This is an optimization exercise on Yosys and OpenROAD, whose aim is small area, a short achievable clock period and few clock cycles per item, not a production implementation. In this exercise RTL edits were held to simulation tests only and were not proved equivalent to the original. No activity file was given, so power comes from the tool's default toggle rates.

==> flow/design.v <==
package apid_pkg;
  localparam int DATA_W    = 32;
  localparam int FRAC_BITS = 16;
  localparam int TIME_W    = 24;
  localparam int OP_W      = 2;
  localparam int CFG_IDX_W = 3;
  localparam int US_PER_S  = 1000000;
  localparam int HALF_US   = US_PER_S / 2;
  localparam int US_W      = 20;
  localparam int DIV_RADIX = 4;
  localparam int DIV_W     = 84;
  localparam int RND_W     = 5;
  localparam int INT_DIV_W = DATA_W + TIME_W;
  localparam int DIV_ROUNDS_I = INT_DIV_W / DIV_RADIX;
  localparam int DIV_ROUNDS_D = DIV_W / DIV_RADIX;
  localparam logic [OP_W-1:0] OP_TARGET = 2'd0;
  localparam logic [OP_W-1:0] OP_MEAS   = 2'd1;
  localparam logic [OP_W-1:0] OP_UPDATE = 2'd2;
  localparam logic [OP_W-1:0] OP_RESET  = 2'd3;
  localparam logic [CFG_IDX_W-1:0] CFG_KP    = 3'd0;
  localparam logic [CFG_IDX_W-1:0] CFG_KI    = 3'd1;
  localparam logic [CFG_IDX_W-1:0] CFG_KD    = 3'd2;
  localparam logic [CFG_IDX_W-1:0] CFG_LIM   = 3'd3;
  localparam logic [CFG_IDX_W-1:0] CFG_FLOOR = 3'd4;
  localparam logic [CFG_IDX_W-1:0] CFG_CEIL  = 3'd5;
  localparam logic [3:0] DP_NONE  = 4'd0;
  localparam logic [3:0] DP_LOAD  = 4'd1;
  localparam logic [3:0] DP_EXEC  = 4'd2;
  localparam logic [3:0] DP_MUL   = 4'd3;
  localparam logic [3:0] DP_PREP  = 4'd4;
  localparam logic [3:0] DP_SCALE = 4'd5;
  localparam logic [3:0] DP_DSUM  = 4'd6;
  localparam logic [3:0] DP_INTEG = 4'd7;
  localparam logic [3:0] DP_IMUL  = 4'd8;
  localparam logic [3:0] DP_IRND  = 4'd9;
  localparam logic [3:0] DP_DRND  = 4'd10;
  localparam logic [3:0] DP_SUM   = 4'd11;
  localparam logic [3:0] DP_CTRL  = 4'd12;
  typedef struct packed {
    logic [OP_W-1:0]          operation;
    logic signed [DATA_W-1:0] value;
    logic signed [DATA_W-1:0] reset_control;
    logic [TIME_W-1:0]        elapsed_us;
  } in_t;
  typedef struct packed {
    logic signed [DATA_W-1:0] control_value;
    logic signed [DATA_W-1:0] control_change;
    logic                     skipped;
  } out_t;
  typedef struct packed {
    logic [3:0] step;
    logic       out_load;
  } cmd_t;
  typedef struct packed {
    logic [OP_W-1:0] op;
    logic            dt_zero;
    logic            div_busy;
  } sts_t;
endpackage
import apid_pkg::*;
module accumulating_pid_controller (
  input  logic                 clk,
  input  logic                 rst_n,
  input  logic                 in_valid,
  output logic                 in_ready,
  input  logic [89:0]          in_data,
  output logic                 out_valid,
  input  logic                 out_ready,
  output logic [64:0]          out_data,
  input  logic                 cfg_valid,
  output logic                 cfg_ready,
  input  logic [CFG_IDX_W-1:0] cfg_index,
  input  logic [DATA_W-1:0]    cfg_data
);
  localparam int NT = 13;    
  function automatic logic [31:0] mag32(input logic [31:0] x);
    mag32 = x[31] ? (32'd0 - x) : x;
  endfunction
  function automatic logic [31:0] sat_mag(input logic neg, input logic [47:0] m);
    if (neg) begin
      if (m > 48'h0_8000_0000) sat_mag = 32'h8000_0000;
      else sat_mag = 32'd0 - m[31:0];
    end else begin
      if (m > 48'h0_7FFF_FFFF) sat_mag = 32'h7FFF_FFFF;
      else sat_mag = m[31:0];
    end
  endfunction
  function automatic logic [31:0] sat34(input logic [33:0] x);
    if (!x[33] && (x[32] | x[31])) sat34 = 32'h7FFF_FFFF;
    else if (x[33] && !(x[32] & x[31])) sat34 = 32'h8000_0000;
    else sat34 = x[31:0];
  endfunction
  function automatic logic [24:0] ksub26(input logic [25:0] t, input logic [25:0] b);
    logic [25:0] g, p, gn, pn, c;
    g = t & b;
    p = t ^ b;
    g[0] = t[0] | b[0];
    for (int s = 1; s < 26; s = s * 2) begin
      gn = g;
      pn = p;
      for (int i = 0; i < 26; i++) begin
        if ((i / s) % 2 == 1) begin
          gn[i] = g[i] | (p[i] & g[(i / s) * s - 1]);
          pn[i] = p[i] & p[(i / s) * s - 1];
        end
      end
      g = gn;
      p = pn;
    end
    c = {g[24:0], 1'b1};
    p = t ^ b;
    ksub26 = {g[25], p[23:0] ^ c[23:0]};
  endfunction
  function automatic logic [57:0] divr4(input logic [23:0] r, input logic [33:0] nq,
                                        input logic [23:0] ndv, input logic [25:0] nd3);
    logic [25:0] y;
    logic [24:0] s1, s2, s3;
    y  = {r, nq[33:32]};
    s1 = ksub26(y, {2'b11, ndv});
    s2 = ksub26(y, {1'b1, ndv, 1'b1});
    s3 = ksub26(y, nd3);
    divr4 = {(s3[24] ? s3[23:0] : s2[24] ? s2[23:0] : s1[24] ? s1[23:0] : y[23:0]),
             nq[31:0], s2[24], s3[24] | (s1[24] & ~s2[24])};
  endfunction
  function automatic logic [113:0] csa26_57(input logic [1481:0] r);
    logic [56:0] s0_0, c0_0;
    logic [56:0] s0_1, c0_1;
    logic [56:0] s0_2, c0_2;
    logic [56:0] s0_3, c0_3;
    logic [56:0] s0_4, c0_4;
    logic [56:0] s0_5, c0_5;
    logic [56:0] s0_6, c0_6;
    logic [56:0] s0_7, c0_7;
    logic [56:0] s1_0, c1_0;
    logic [56:0] s1_1, c1_1;
    logic [56:0] s1_2, c1_2;
    logic [56:0] s1_3, c1_3;
    logic [56:0] s1_4, c1_4;
    logic [56:0] s1_5, c1_5;
    logic [56:0] s2_0, c2_0;
    logic [56:0] s2_1, c2_1;
    logic [56:0] s2_2, c2_2;
    logic [56:0] s2_3, c2_3;
    logic [56:0] s3_0, c3_0;
    logic [56:0] s3_1, c3_1;
    logic [56:0] s4_0, c4_0;
    logic [56:0] s4_1, c4_1;
    logic [56:0] s5_0, c5_0;
    logic [56:0] s6_0, c6_0;
    begin
      s0_0 = r[0 +: 57] ^ r[57 +: 57] ^ r[114 +: 57];
      c0_0 = (((r[0 +: 57] & r[57 +: 57]) | (r[0 +: 57] & r[114 +: 57]) | (r[57 +: 57] & r[114 +: 57]))) << 1;
      s0_1 = r[171 +: 57] ^ r[228 +: 57] ^ r[285 +: 57];
      c0_1 = (((r[171 +: 57] & r[228 +: 57]) | (r[171 +: 57] & r[285 +: 57]) | (r[228 +: 57] & r[285 +: 57]))) << 1;
      s0_2 = r[342 +: 57] ^ r[399 +: 57] ^ r[456 +: 57];
      c0_2 = (((r[342 +: 57] & r[399 +: 57]) | (r[342 +: 57] & r[456 +: 57]) | (r[399 +: 57] & r[456 +: 57]))) << 1;
      s0_3 = r[513 +: 57] ^ r[570 +: 57] ^ r[627 +: 57];
      c0_3 = (((r[513 +: 57] & r[570 +: 57]) | (r[513 +: 57] & r[627 +: 57]) | (r[570 +: 57] & r[627 +: 57]))) << 1;
      s0_4 = r[684 +: 57] ^ r[741 +: 57] ^ r[798 +: 57];
      c0_4 = (((r[684 +: 57] & r[741 +: 57]) | (r[684 +: 57] & r[798 +: 57]) | (r[741 +: 57] & r[798 +: 57]))) << 1;
      s0_5 = r[855 +: 57] ^ r[912 +: 57] ^ r[969 +: 57];
      c0_5 = (((r[855 +: 57] & r[912 +: 57]) | (r[855 +: 57] & r[969 +: 57]) | (r[912 +: 57] & r[969 +: 57]))) << 1;
      s0_6 = r[1026 +: 57] ^ r[1083 +: 57] ^ r[1140 +: 57];
      c0_6 = (((r[1026 +: 57] & r[1083 +: 57]) | (r[1026 +: 57] & r[1140 +: 57]) | (r[1083 +: 57] & r[1140 +: 57]))) << 1;
      s0_7 = r[1197 +: 57] ^ r[1254 +: 57] ^ r[1311 +: 57];
      c0_7 = (((r[1197 +: 57] & r[1254 +: 57]) | (r[1197 +: 57] & r[1311 +: 57]) | (r[1254 +: 57] & r[1311 +: 57]))) << 1;
      s1_0 = s0_0 ^ c0_0 ^ s0_1;
      c1_0 = (((s0_0 & c0_0) | (s0_0 & s0_1) | (c0_0 & s0_1))) << 1;
      s1_1 = c0_1 ^ s0_2 ^ c0_2;
      c1_1 = (((c0_1 & s0_2) | (c0_1 & c0_2) | (s0_2 & c0_2))) << 1;
      s1_2 = s0_3 ^ c0_3 ^ s0_4;
      c1_2 = (((s0_3 & c0_3) | (s0_3 & s0_4) | (c0_3 & s0_4))) << 1;
      s1_3 = c0_4 ^ s0_5 ^ c0_5;
      c1_3 = (((c0_4 & s0_5) | (c0_4 & c0_5) | (s0_5 & c0_5))) << 1;
      s1_4 = s0_6 ^ c0_6 ^ s0_7;
      c1_4 = (((s0_6 & c0_6) | (s0_6 & s0_7) | (c0_6 & s0_7))) << 1;
      s1_5 = c0_7 ^ r[1368 +: 57] ^ r[1425 +: 57];
      c1_5 = (((c0_7 & r[1368 +: 57]) | (c0_7 & r[1425 +: 57]) | (r[1368 +: 57] & r[1425 +: 57]))) << 1;
      s2_0 = s1_0 ^ c1_0 ^ s1_1;
      c2_0 = (((s1_0 & c1_0) | (s1_0 & s1_1) | (c1_0 & s1_1))) << 1;
      s2_1 = c1_1 ^ s1_2 ^ c1_2;
      c2_1 = (((c1_1 & s1_2) | (c1_1 & c1_2) | (s1_2 & c1_2))) << 1;
      s2_2 = s1_3 ^ c1_3 ^ s1_4;
      c2_2 = (((s1_3 & c1_3) | (s1_3 & s1_4) | (c1_3 & s1_4))) << 1;
      s2_3 = c1_4 ^ s1_5 ^ c1_5;
      c2_3 = (((c1_4 & s1_5) | (c1_4 & c1_5) | (s1_5 & c1_5))) << 1;
      s3_0 = s2_0 ^ c2_0 ^ s2_1;
      c3_0 = (((s2_0 & c2_0) | (s2_0 & s2_1) | (c2_0 & s2_1))) << 1;
      s3_1 = c2_1 ^ s2_2 ^ c2_2;
      c3_1 = (((c2_1 & s2_2) | (c2_1 & c2_2) | (s2_2 & c2_2))) << 1;
      s4_0 = s3_0 ^ c3_0 ^ s3_1;
      c4_0 = (((s3_0 & c3_0) | (s3_0 & s3_1) | (c3_0 & s3_1))) << 1;
      s4_1 = c3_1 ^ s2_3 ^ c2_3;
      c4_1 = (((c3_1 & s2_3) | (c3_1 & c2_3) | (s2_3 & c2_3))) << 1;
      s5_0 = s4_0 ^ c4_0 ^ s4_1;
      c5_0 = (((s4_0 & c4_0) | (s4_0 & s4_1) | (c4_0 & s4_1))) << 1;
      s6_0 = s5_0 ^ c5_0 ^ c4_1;
      c6_0 = (((s5_0 & c5_0) | (s5_0 & c4_1) | (c5_0 & c4_1))) << 1;
      csa26_57 = {s6_0, c6_0};
    end
  endfunction
  logic [31:0] kpm, kim, kdm, flo_r, cei_r;
  logic        kps, kis, kds;
  logic [30:0] lim_r;
  logic [45:0] kq;           
  assign cfg_ready = 1'b1;
  always_ff @(posedge clk) begin
    if (!rst_n) begin
      kpm <= '0; kps <= 1'b0;
      kim <= '0; kis <= 1'b0;
      kdm <= '0; kds <= 1'b0;
      lim_r <= '0;
      flo_r <= '0;
      cei_r <= '0;
    end else if (cfg_valid) begin
      case (cfg_index)
        3'd0: begin kpm <= mag32(cfg_data); kps <= cfg_data[31]; end
        3'd1: begin kim <= mag32(cfg_data); kis <= cfg_data[31]; end
        3'd2: begin kdm <= mag32(cfg_data); kds <= cfg_data[31]; end
        3'd3: lim_r <= cfg_data[30:0];
        3'd4: flo_r <= cfg_data;
        3'd5: cei_r <= cfg_data;
        default: ;
      endcase
    end
  end
  logic cfg_hold;
  always_ff @(posedge clk) begin
    if (!rst_n) begin
      kq       <= '0;
      cfg_hold <= 1'b0;
    end else begin
      kq <= ({14'd0, kdm} << 14) - ({14'd0, kdm} << 10) + ({14'd0, kdm} << 8)
          + ({14'd0, kdm} << 3) + {14'd0, kdm};
      cfg_hold <= cfg_valid;
    end
  end
  logic [NT:1] tv, tu, ts;      
  logic        o_valid;
  logic        adv;
  assign adv = !o_valid || out_ready;
  logic [1:0]  i_op;
  logic [31:0] i_val, i_rc;
  logic [23:0] i_dt;
  logic        i_upd, busy, take;
  assign i_op     = in_data[89:88];
  assign i_val    = in_data[87:56];
  assign i_rc     = in_data[55:24];
  assign i_dt     = in_data[23:0];
  assign i_upd    = (i_op == 2'd2) && (i_dt != 24'd0);
  assign busy     = |tv;
  assign in_ready = adv && !cfg_hold && !((i_op == 2'd2) && tu[1]) && !((i_op == 2'd3) && busy);
  assign take     = in_valid && in_ready;
  logic [31:0] target_r, meas_r, err_r, errp_r, acc_r;
  logic [31:0] o_ctrl, o_chg;      
  logic        o_skip;
  logic [31:0] rcp;               
  logic        rp;
  logic [33:0] dif_vm, dif_tv;
  logic [32:0] de;
  assign dif_vm = {{2{i_val[31]}}, i_val} - {{2{meas_r[31]}}, meas_r};
  assign dif_tv = {{2{target_r[31]}}, target_r} - {{2{i_val[31]}}, i_val};
  assign de     = {err_r[31], err_r} - {errp_r[31], errp_r};
  logic [31:0] e1, e2, e3, e4;
  logic        se1, se2, se3, se4, se5;
  logic        sd1, sd2, sd3, sd4, sd5, sd6;
  logic [23:0] dt1, dt2, dt3, dt4, dt5, dt6;    
  logic [25:0] d32, d33, d34, d35, d36;         
  logic [32:0] dd1;
  logic [56:0] qs1, qc1;
  logic [23:0] ql1;                
  logic [44:0] xl1;
  logic [11:0] xo1;                
  logic [69:0] n2;
  logic [44:0] z2;
  logic        zo2;
  logic [31:0] q2;
  logic [23:0] r3, r4, r5, r6;
  logic [33:0] nq3, nq4, nq5, nq6;
  logic        ov2, ov3, ov4, ov5, ov6;
  logic [33:0] as3;
  logic [31:0] am3, am4;
  logic        ag3, ag4, ag5;
  logic [47:0] il4, pl4;
  logic [47:0] ir5, pr5;
  logic [32:0] pi5;                
  logic [32:0] pi6;
  logic [32:0] ds6;
  logic        dn6;
  logic [31:0] chg7;
  logic [22:0] kqh;                
  logic [15:0] kih, kph;           
  logic [26*57-1:0] rq;
  logic [113:0]     cq;
  logic [23:0]      lq;
  logic [44:0]      mulx;
  logic [69:0]      nprime;
  logic [57:0]      dv2a, dv2b, dv3a, dv3b, dv4a, dv4b, dv5a, dv5b, dv6a;
  logic [53:0]      mag2;
  logic [31:0]      ims;
  logic [33:0]      acc_sum;
  logic             a_gt, a_lt;
  logic [33:0]      a_pl, as_neg;
  logic [31:0]      acc_new, am_new;
  logic             ag_new;
  logic [47:0]      muli, mulp;
  logic [31:0]      p_s, i_s;
  logic [33:0]      dm6;
  logic             dneg;
  logic [32:0]      dsat;
  logic [33:0]      sum6;
  logic [33:0]      cs_sum;
  logic [31:0]      s_sat, ctrl_new;
  logic signed [31:0] s_sat_s, cei_s, flo_s;
  assign s_sat_s = s_sat;
  assign cei_s   = cei_r;
  assign flo_s   = flo_r;
  always_comb begin
    lq = {1'b0, cq[79:57]} + {1'b0, cq[22:0]};
    for (int j = 0; j < 23; j++)
      rq[j*57 +: 57] = kqh[j] ? (57'(dd1) << j) : 57'd0;
    rq[23*57 +: 57] = qs1 >> 23;
    rq[24*57 +: 57] = qc1 >> 23;
    rq[25*57 +: 57] = 57'(ql1[23]);
    cq = csa26_57(rq);
    nprime = 70'({cq[113:57] + cq[56:0], ql1[22:0]} >> 8);
    mulx = 45'(e1 * xo1) + 45'(xl1 >> 12);
    dv2a = divr4(n2[57:34], n2[33:0], dt2, d32);
    dv2b = divr4(dv2a[57:34], dv2a[33:0], dt2, d32);
    dv3a = divr4(r3, nq3, dt3, d33);
    dv3b = divr4(dv3a[57:34], dv3a[33:0], dt3, d33);
    dv4a = divr4(r4, nq4, dt4, d34);
    dv4b = divr4(dv4a[57:34], dv4a[33:0], dt4, d34);
    dv5a = divr4(r5, nq5, dt5, d35);
    dv5b = divr4(dv5a[57:34], dv5a[33:0], dt5, d35);
    dv6a = divr4(r6, nq6, dt6, d36);
    begin
      logic [53:0] zz;
      zz = {9'd0, z2};
      mag2 = (zz << 7) + (zz << 3) - (zz << 1) + (zz >> 2) - (zz >> 5) - (zz >> 10)
           - (zz >> 14) + (zz >> 16) + (zz >> 21) - (zz >> 23) - (zz >> 26) - (zz >> 28)
           - (zz >> 33) - (zz >> 36) + 54'd3;
    end
    if (zo2) ims = se2 ? 32'h8000_0000 : 32'h7FFF_FFFF;
    else if (se2) ims = (q2 > 32'h8000_0000) ? 32'h8000_0000 : q2;
    else ims = (q2 > 32'h7FFF_FFFF) ? 32'h7FFF_FFFF : q2;
    acc_sum = se2 ? ({{2{acc_r[31]}}, acc_r} - {2'd0, ims}) : ({{2{acc_r[31]}}, acc_r} + {2'd0, ims});
    a_gt   = !as3[33] && (as3[32:0] > {2'd0, lim_r});
    a_pl   = as3 + {3'd0, lim_r};
    a_lt   = a_pl[33];
    as_neg = 34'd0 - as3;
    if (a_gt) begin acc_new = {1'b0, lim_r}; am_new = {1'b0, lim_r}; ag_new = 1'b0; end
    else if (a_lt) begin acc_new = 32'd0 - {1'b0, lim_r}; am_new = {1'b0, lim_r}; ag_new = 1'b1; end
    else begin
      acc_new = as3[31:0];
      am_new  = as3[33] ? as_neg[31:0] : as3[31:0];
      ag_new  = as3[33];
    end
    muli = 48'(am4 * kih) + 48'(il4 >> 16);
    mulp = 48'(e4 * kph) + 48'(pl4 >> 16);
    p_s = sat_mag(se5 ^ kps, pr5);
    i_s = sat_mag(ag5 ^ kis, ir5);
    dm6  = ov6 ? 34'h1_0000_0000 : 34'(({2'd0, dv6a[33:0]} + 36'd2) >> 2);
    dneg = sd6 ^ kds;
    if (dneg) dsat = (dm6 > 34'h0_8000_0000) ? 33'h0_8000_0000 : dm6[32:0];
    else dsat = (dm6 > 34'h0_7FFF_FFFF) ? 33'h0_7FFF_FFFF : dm6[32:0];
    sum6 = dn6 ? ({pi6[32], pi6} - {1'b0, ds6}) : ({pi6[32], pi6} + {1'b0, ds6});
    cs_sum = {{2{o_ctrl[31]}}, o_ctrl} + {{2{chg7[31]}}, chg7};
    s_sat  = sat34(cs_sum);
    if (s_sat_s > cei_s) ctrl_new = cei_r;
    else if (s_sat_s < flo_s) ctrl_new = flo_r;
    else ctrl_new = s_sat;
  end
  always_ff @(posedge clk) begin
    if (!rst_n) begin
      tv <= '0;
      tu <= '0;
      ts <= '0;
    end else if (adv) begin
      tv <= {tv[NT-1:1], take};
      tu <= {tu[NT-1:1], take && i_upd};
      ts <= {ts[NT-1:1], (i_op == 2'd2) && (i_dt == 24'd0)};
    end
  end
  always_ff @(posedge clk) begin
    if (!rst_n) kqh <= '0;
    else kqh <= (adv ? tu[1] : tu[2]) ? kq[45:23] : kq[22:0];
    kih <= (adv ? tu[7] : tu[8]) ? kim[31:16] : kim[15:0];
    kph <= (adv ? tu[7] : tu[8]) ? kpm[31:16] : kpm[15:0];
  end
  always_ff @(posedge clk) begin
    if (!rst_n) begin
      target_r <= '0;
      meas_r   <= '0;
      err_r    <= '0;
      errp_r   <= '0;
      acc_r    <= '0;
      rcp      <= '0;
      rp       <= 1'b0;
    end else begin
      if (take) begin
        case (i_op)
          2'd0: begin
            target_r <= i_val;
            err_r    <= sat34(dif_vm);
            errp_r   <= sat34(dif_vm);
          end
          2'd1: begin
            meas_r <= i_val;
            err_r  <= sat34(dif_tv);
          end
          2'd2: if (i_upd) errp_r <= err_r;
          default: begin
            target_r <= i_val;
            meas_r   <= i_val;
            err_r    <= '0;
            errp_r   <= '0;
            acc_r    <= '0;
            rcp      <= i_rc;
            rp       <= 1'b1;
          end
        endcase
      end
      if (adv && tu[5]) acc_r <= acc_new;
      if (adv && tv[NT]) rp <= 1'b0;
    end
  end
  always_ff @(posedge clk) begin
    if (adv) begin
      if (take && i_upd) begin
        e1  <= mag32(err_r);
        se1 <= err_r[31];
        dd1 <= de[32] ? (33'd0 - de) : de;
        sd1 <= de[32];
        dt1 <= i_dt;
        qs1 <= '0;
        qc1 <= '0;
        ql1 <= '0;
        xl1 <= 45'd500000 << 12;
        xo1 <= i_dt[11:0];
      end
      if (tu[1]) begin
        {qs1, qc1} <= cq;
        ql1 <= lq;
        xl1 <= mulx;
        xo1 <= dt1[23:12];
      end
      if (tu[2]) begin
        n2 <= nprime;
        z2  <= {mulx[38:0], xl1[11:6]};
        zo2 <= (mulx[43:39] != 5'd0);
        e2 <= e1;  se2 <= se1;  sd2 <= sd1;  dt2 <= ~dt1;  d32 <= ~({2'd0, dt1} + {1'b0, dt1, 1'b0});
      end
      if (tu[3]) begin
        n2[57:0] <= dv2b;
        ov2 <= (n2[69:58] != 12'd0) || (n2[57:34] >= ~dt2);
        q2  <= mag2[52:21];
      end
      if (tu[4]) begin
        {r3, nq3} <= dv2b;  ov3 <= ov2;
        as3 <= acc_sum;
        e3 <= e2;  se3 <= se2;  sd3 <= sd2;  dt3 <= dt2;  d33 <= d32;
      end
      if (tu[5]) begin
        {r3, nq3} <= dv3b;
        am3 <= am_new;  ag3 <= ag_new;
      end
      if (tu[6]) begin
        {r4, nq4} <= dv3b;  ov4 <= ov3;
        am4 <= am3;  ag4 <= ag3;
        il4 <= 48'd1 << 31;
        pl4 <= 48'd1 << 31;
        e4 <= e3;  se4 <= se3;  sd4 <= sd3;  dt4 <= dt3;  d34 <= d33;
      end
      if (tu[7]) begin
        {r4, nq4} <= dv4b;
        il4 <= muli;
        pl4 <= mulp;
      end
      if (tu[8]) begin
        {r5, nq5} <= dv4b;  ov5 <= ov4;
        ir5 <= muli;  pr5 <= mulp;
        ag5 <= ag4;  se5 <= se4;  sd5 <= sd4;  dt5 <= dt4;  d35 <= d34;
      end
      if (tu[9]) begin
        {r5, nq5} <= dv5b;
        pi5 <= {p_s[31], p_s} + {i_s[31], i_s};
      end
      if (tu[10]) begin
        {r6, nq6} <= dv5b;  ov6 <= ov5;
        pi6 <= pi5;
        sd6 <= sd5;  dt6 <= dt5;  d36 <= d35;
      end
      if (tu[11]) begin
        ds6 <= dsat;
        dn6 <= dneg;
      end
      if (tu[12]) chg7 <= sat34(sum6);
    end
  end
  always_ff @(posedge clk) begin
    if (!rst_n) begin
      o_valid <= 1'b0;
      o_ctrl  <= '0;
      o_chg   <= '0;
      o_skip  <= 1'b0;
    end else if (adv) begin
      o_valid <= tv[NT];
      if (tv[NT]) begin
        o_skip <= ts[NT];
        if (rp) begin
          o_ctrl <= rcp;
          o_chg  <= '0;
        end else if (tu[NT]) begin
          o_ctrl <= ctrl_new;
          o_chg  <= chg7;
        end
      end
    end
  end
  assign out_valid = o_valid;
  assign out_data  = {(o_skip ? 32'd0 : o_ctrl), o_chg, o_skip};
endmodule
==> flow/run.sh <==
#!/bin/bash
# synth_recipe.tcl (not shown) runs the flow's synth.tcl, then flattens the netlist and writes it again
# the make line also repeats each setting of config.mk as NAME=value (left out here)
make -C /OpenROAD-flow-scripts/flow DESIGN_CONFIG=/design/flow/config.mk WORK_HOME=/design/flow/orfs CLKGATE_MAP_FILE= SYNTH_SCRIPT=/design/flow/synth_recipe.tcl finish
==> flow/config.mk <==
export PLATFORM = sky130hd
export DESIGN_NAME = accumulating_pid_controller
export DESIGN_NICKNAME = accumulating_pid_controller
export VERILOG_FILES = /design/flow/design.v
export SDC_FILE = /design/flow/constraint.sdc
export NUM_CORES = 4
export LEC_CHECK = 0
export CAP_MARGIN = 20
export CORE_MARGIN = 2
export CORE_UTILIZATION = 50
export SETUP_SLACK_MARGIN = 5
export SLEW_MARGIN = 20
==> flow/constraint.sdc <==
create_clock -name core_clock -period 13.0 [get_ports {clk}]
set_input_delay 2.6000 -clock core_clock [delete_from_list [all_inputs] [get_ports {clk}]]
set_output_delay 2.6000 -clock core_clock [all_outputs]
set_load 0.01 [all_outputs]
==> flow_metrics.py <==
metrics = {
    "cts": {
        "path_clk_slew_ns": 0.06,
        "htreeDepth": 4,
        "cts_hold_buf": 0,
        "cts_max_path_buffers": 4,
        "cts-root-buf": "clkbuf_16",
        "cts_tree": "done",
        "numClockSinks": 1921,
        "clock_latency_ns": 1.00,
        "cts_made_buffers": 232,
    },
    "finish": {
        "fillers": 36600,
        "nets": 26000,
        "regArea_mm2": 0.0518,
        "drive_above_1_share_pct": 7.18,
        "area_delta_synth_final_pct": 10.1,
        "multi_input_area_mm2": 0.141,
    },
    "synthesis": {
        "synth.area.top_cells": "fa_1 24%, edfxtp_1 19%, ha_1 11%",
        "async_reset_ff_share_pct": 0,
        "syn-mean-instance-area_um2": 9.60,
        "yosysUniqueCellTypes": 100,
        "syn-cell-area_mm2": 0.206,
        "synth_area_leader_cell": "fa_1",
        "ys_ff_latch": 1921,
        "synth_nets": 25900,
        "synth.most_common_cell": "inv_1",
        "yosysTopAreaCellShare_pct": 24.0,
        "synth-edff-count": 1327,
        "synth_cells": 21400,
        "seq_area_frac_synth_pct": 25.1,
        "ys.flop_type": "edfxtp_1",
        "synth_common_cells": "3113 x inv_1, 2613 x nand2_1, 2462 x fa_1, 1834 x ha_1, 1327 x edfxtp_1",
        "yosys_warnings": 1,
    },
    "floorplanning": {
        "io_pins": 198,
        "core_area_mm2": 0.410,
        "die_h_um": 646,
        "rows": 235,
        "start_util_pct": 50.2,
        "dieArea_mm2": 0.417,
        "die_x_um": 646,
    },
    "worst_setup_path": {
        "cp_common_cell": "or3_4",
        "worst_setup_path_start_kind": "register",
        "worstSetupEndpointType": "register",
        "reg2reg_slack_ns": 5.12,
        "crit_slowest_cell": "or4b_4",
        "worst-endpoint-arrival_ns": 8.60,
        "cpPeakStageDelay_ns": 0.58,
        "worst-path-max-fanout": 4,
        "reg2reg_depth": 35,
        "endpoint": "pi5[30]$_DFFE_PP_",
        "crit_family": "simple AND/OR/NAND/NOR gates",
        "crit_type": "reg2reg",
        "r2r-end": "pi5[30]$_DFFE_PP_",
        "startpoint": "pr5[0]$_DFFE_PP_",
        "worstPathRequired_ns": 13.72,
        "path_depth": 35,
        "path_buf_inv": 5,
        "r2r_start": "pr5[0]$_DFFE_PP_",
    },
    "global_route": {
        "grt_pass1_wl_um": 941000,
        "grt_pass1_vias": 157000,
        "grt_max_degree": 176,
        "grt_overflow_total": 0,
        "grt_antenna_before_repair": 31,
        "grt_util_all_layers_pct": 29.3,
    },
    "timing": {
        "layout_min_cycle_time_ns": 7.88,
        "slew_headroom_pct": 16.3,
        "max_freq_ghz": 0.127,
        "setup_ws_ns": 5.12,
        "grt_setup_unrepaired": "yes",
        "drv_slew": 0,
        "tightest_slew_ns": 1.24,
        "finClkSkew_ns": 0.0860,
        "setup_tns_ns": 0,
        "setup_viol_count_final": 0,
        "hold_viol_final": 0,
        "timing.final.crit_share_pct": 60.6,
    },
    "hold_path": {
        "hold_path_class": "reg2reg",
    },
    "drt": {
        "ant_nets": 0,
        "vias": 155000,
        "post_drt_wl_per_cell_um": 22.5,
        "vias_per_cell": 5.67,
        "post-route-drc-count": 0,
        "wirelength_um": 613000,
        "drt-initial-drc-count": 11800,
        "drt-pass1-iter-count": 6,
    },
    "pwr": {
        "power.density_mw_per_mm2": 227,
        "p_leak_nw": 96.4,
        "ir_worst_vdd_v": 0.000696,
    },
    "placement": {
        "io_buffers": 196,
        "pre_cts_ws_ns": 3.05,
        "place_hpwl_um": 466000,
        "place_congestion": 0.933,
    },
    "run": {
        "drv_cap": 0,
    },
    "run_status": {
        "outcome": "timing/DRC/antenna clean",
    },
}
## placed cells by master, fill, tap and decap left out, drive strengths merged, types with 186 or more instances in the layout
cell type         n
a21boi          325
a21o            381
a21oi          1027
and2           1071
buf             571
clkbuf          305
clkdlybuf4s50   195
dfxtp           594
edfxtp         1327
fa             2462
ha             1834
inv            3131
mux2            211
mux2i           186
nand2          2616
nand3           195
nor2            845
nor3            279
o21a            232
o21ai           774
xnor2           660
xor2            318
## timing repair
action,in CTS,in global routing
endpoints found under the setup margin,212,220
setup buffers,175,144
pin swaps,19,79
hold endpoints to repair,0,0
gates cloned,1,7
resized for setup,181,237
## state kept, by name, indices dropped and copies added (netlist names), 34 cells and up
name / flops
n2: 70
ir5: 48
pr5: 48
kq: 46
z2: 45
xl1: 39
as3: 34
nq3: 34
nq4: 34
nq5: 34
qc1: 34
## layer usage
| metal | part of all wire, % | vias up | track usage (%) |
|---|---|---|---|
| li1 | - | 71600 | - |
| met1 | 43 | 77200 | 39.8 |
| met4 | 4.2 | 4 | 10.2 |
| met2 | 46 | 4793 | 48.1 |
| met3 | 6.5 | 972 | 4.15 |
| met5 | 0.0044 | - | 0 |
## worst reg2reg max path, delay by kind of cell, from the launching register on
kind	cells	cell delay, ns
muxes	1	0.19
adders and majority gates	3	0.78
buffers and inverters	5	0.52
AOI/OAI and AO/OA	11	1.87
DFF	1	0.41
and+or+nand+nor	15	3.91
## final cells by class
type                       count  share of cell area [%]
inverter                    3117                    5.17
multi-input combinational  15600                    62.2
timing repair buffer         772                    3.24
clock inverter               134                   0.641
antenna                       19                  0.0210
clock buffer                 299                    2.84
tap                         5451                    3.01
sequential                  1921                    22.9
timing repair inverter         1                 0.00331
## per-stage QoR
stage / power (mW) / instances / cell area (um2) / utilization (%) / hold WS [ns]
4_1_cts: 50.8 / 27100 / 224000 / 54.7 / 0.381
2_1_floorplan: 32.1 / 21400 / 206000 / - / 0.400
6_report: 51.5 / 27300 / 227000 / 55.3 / 0.378
3_5_place_dp: 43.4 / 26500 / 214000 / 52.2 / 0.405
3_3_place_gp: 43.1 / 26500 / 214000 / 52.2 / 0.400
5_1_grt: 55.7 / 27300 / 227000 / 55.3 / 0.399
## power by group
group / leakage [nW] / switching [mW] / total (mW) / internal (mW)
Sequential: 16.9 / 0.283 / 8.37 / 8.09
Combinational: 75.7 / 22.0 / 36.3 / 14.3
Clock: 3.87 / 2.87 / 6.81 / 3.93
Total: 96.4 / 25.2 / 51.5 / 26.3
## logic make-up after synthesis
family	share of synthesized area, %
mux	2.06
other cells	0.00365
compound gates	12.5
xor+xnor	4.16
fa+ha+maj	35.2
simple gates	13.8
flops	25.1
buf+inv	7.21
## worst min path at each step
stage	from	to	cells after the start
global placement	e3[16]$_DFFE_PP_	e4[16]$_DFFE_PP_	0
global route	pi5[32]$_DFFE_PP_	pi6[32]$_DFFE_PP_	0
detailed placement	am3[24]$_DFFE_PP_	am4[24]$_DFFE_PP_	0
floorplan	ag3$_SDFFCE_PP0P_	ag4$_DFFE_PP_	0
finish	pi5[32]$_DFFE_PP_	pi6[32]$_DFFE_PP_	0
CTS	pi5[32]$_DFFE_PP_	pi6[32]$_DFFE_PP_	0
Testbench counts, summed over its fixed seeds: cycles 2,520, items 2,400.

==> what the ideal ports hide <==
In the flow no input, the clock included, has a driving cell. The finished layout below was timed again as built, in two steps. Step 1 sets driving cells, clkbuf_16 on the clock port and buf_2 on the other inputs (assumed; they add their load-dependent delay and slew). Step 2 moves the port delays by t, midway between the first and last clock arrival at a register: inputs arrive t later, outputs are due t later. That takes back most of the time a late clock gives input paths. a / b / c = ideal ports / drivers / drivers and shift; a / b = the first two.
t, ns: 1.068
slack for setup (ns): 5.125 / 5.125 / 4.493
latest minus earliest clock arrival (ns): 0.088 / 0.088
After both steps this run still meets setup and hold. For this run, drivers alone change the setup slack by 0.000 ns; drivers and shift together by -0.632 ns.
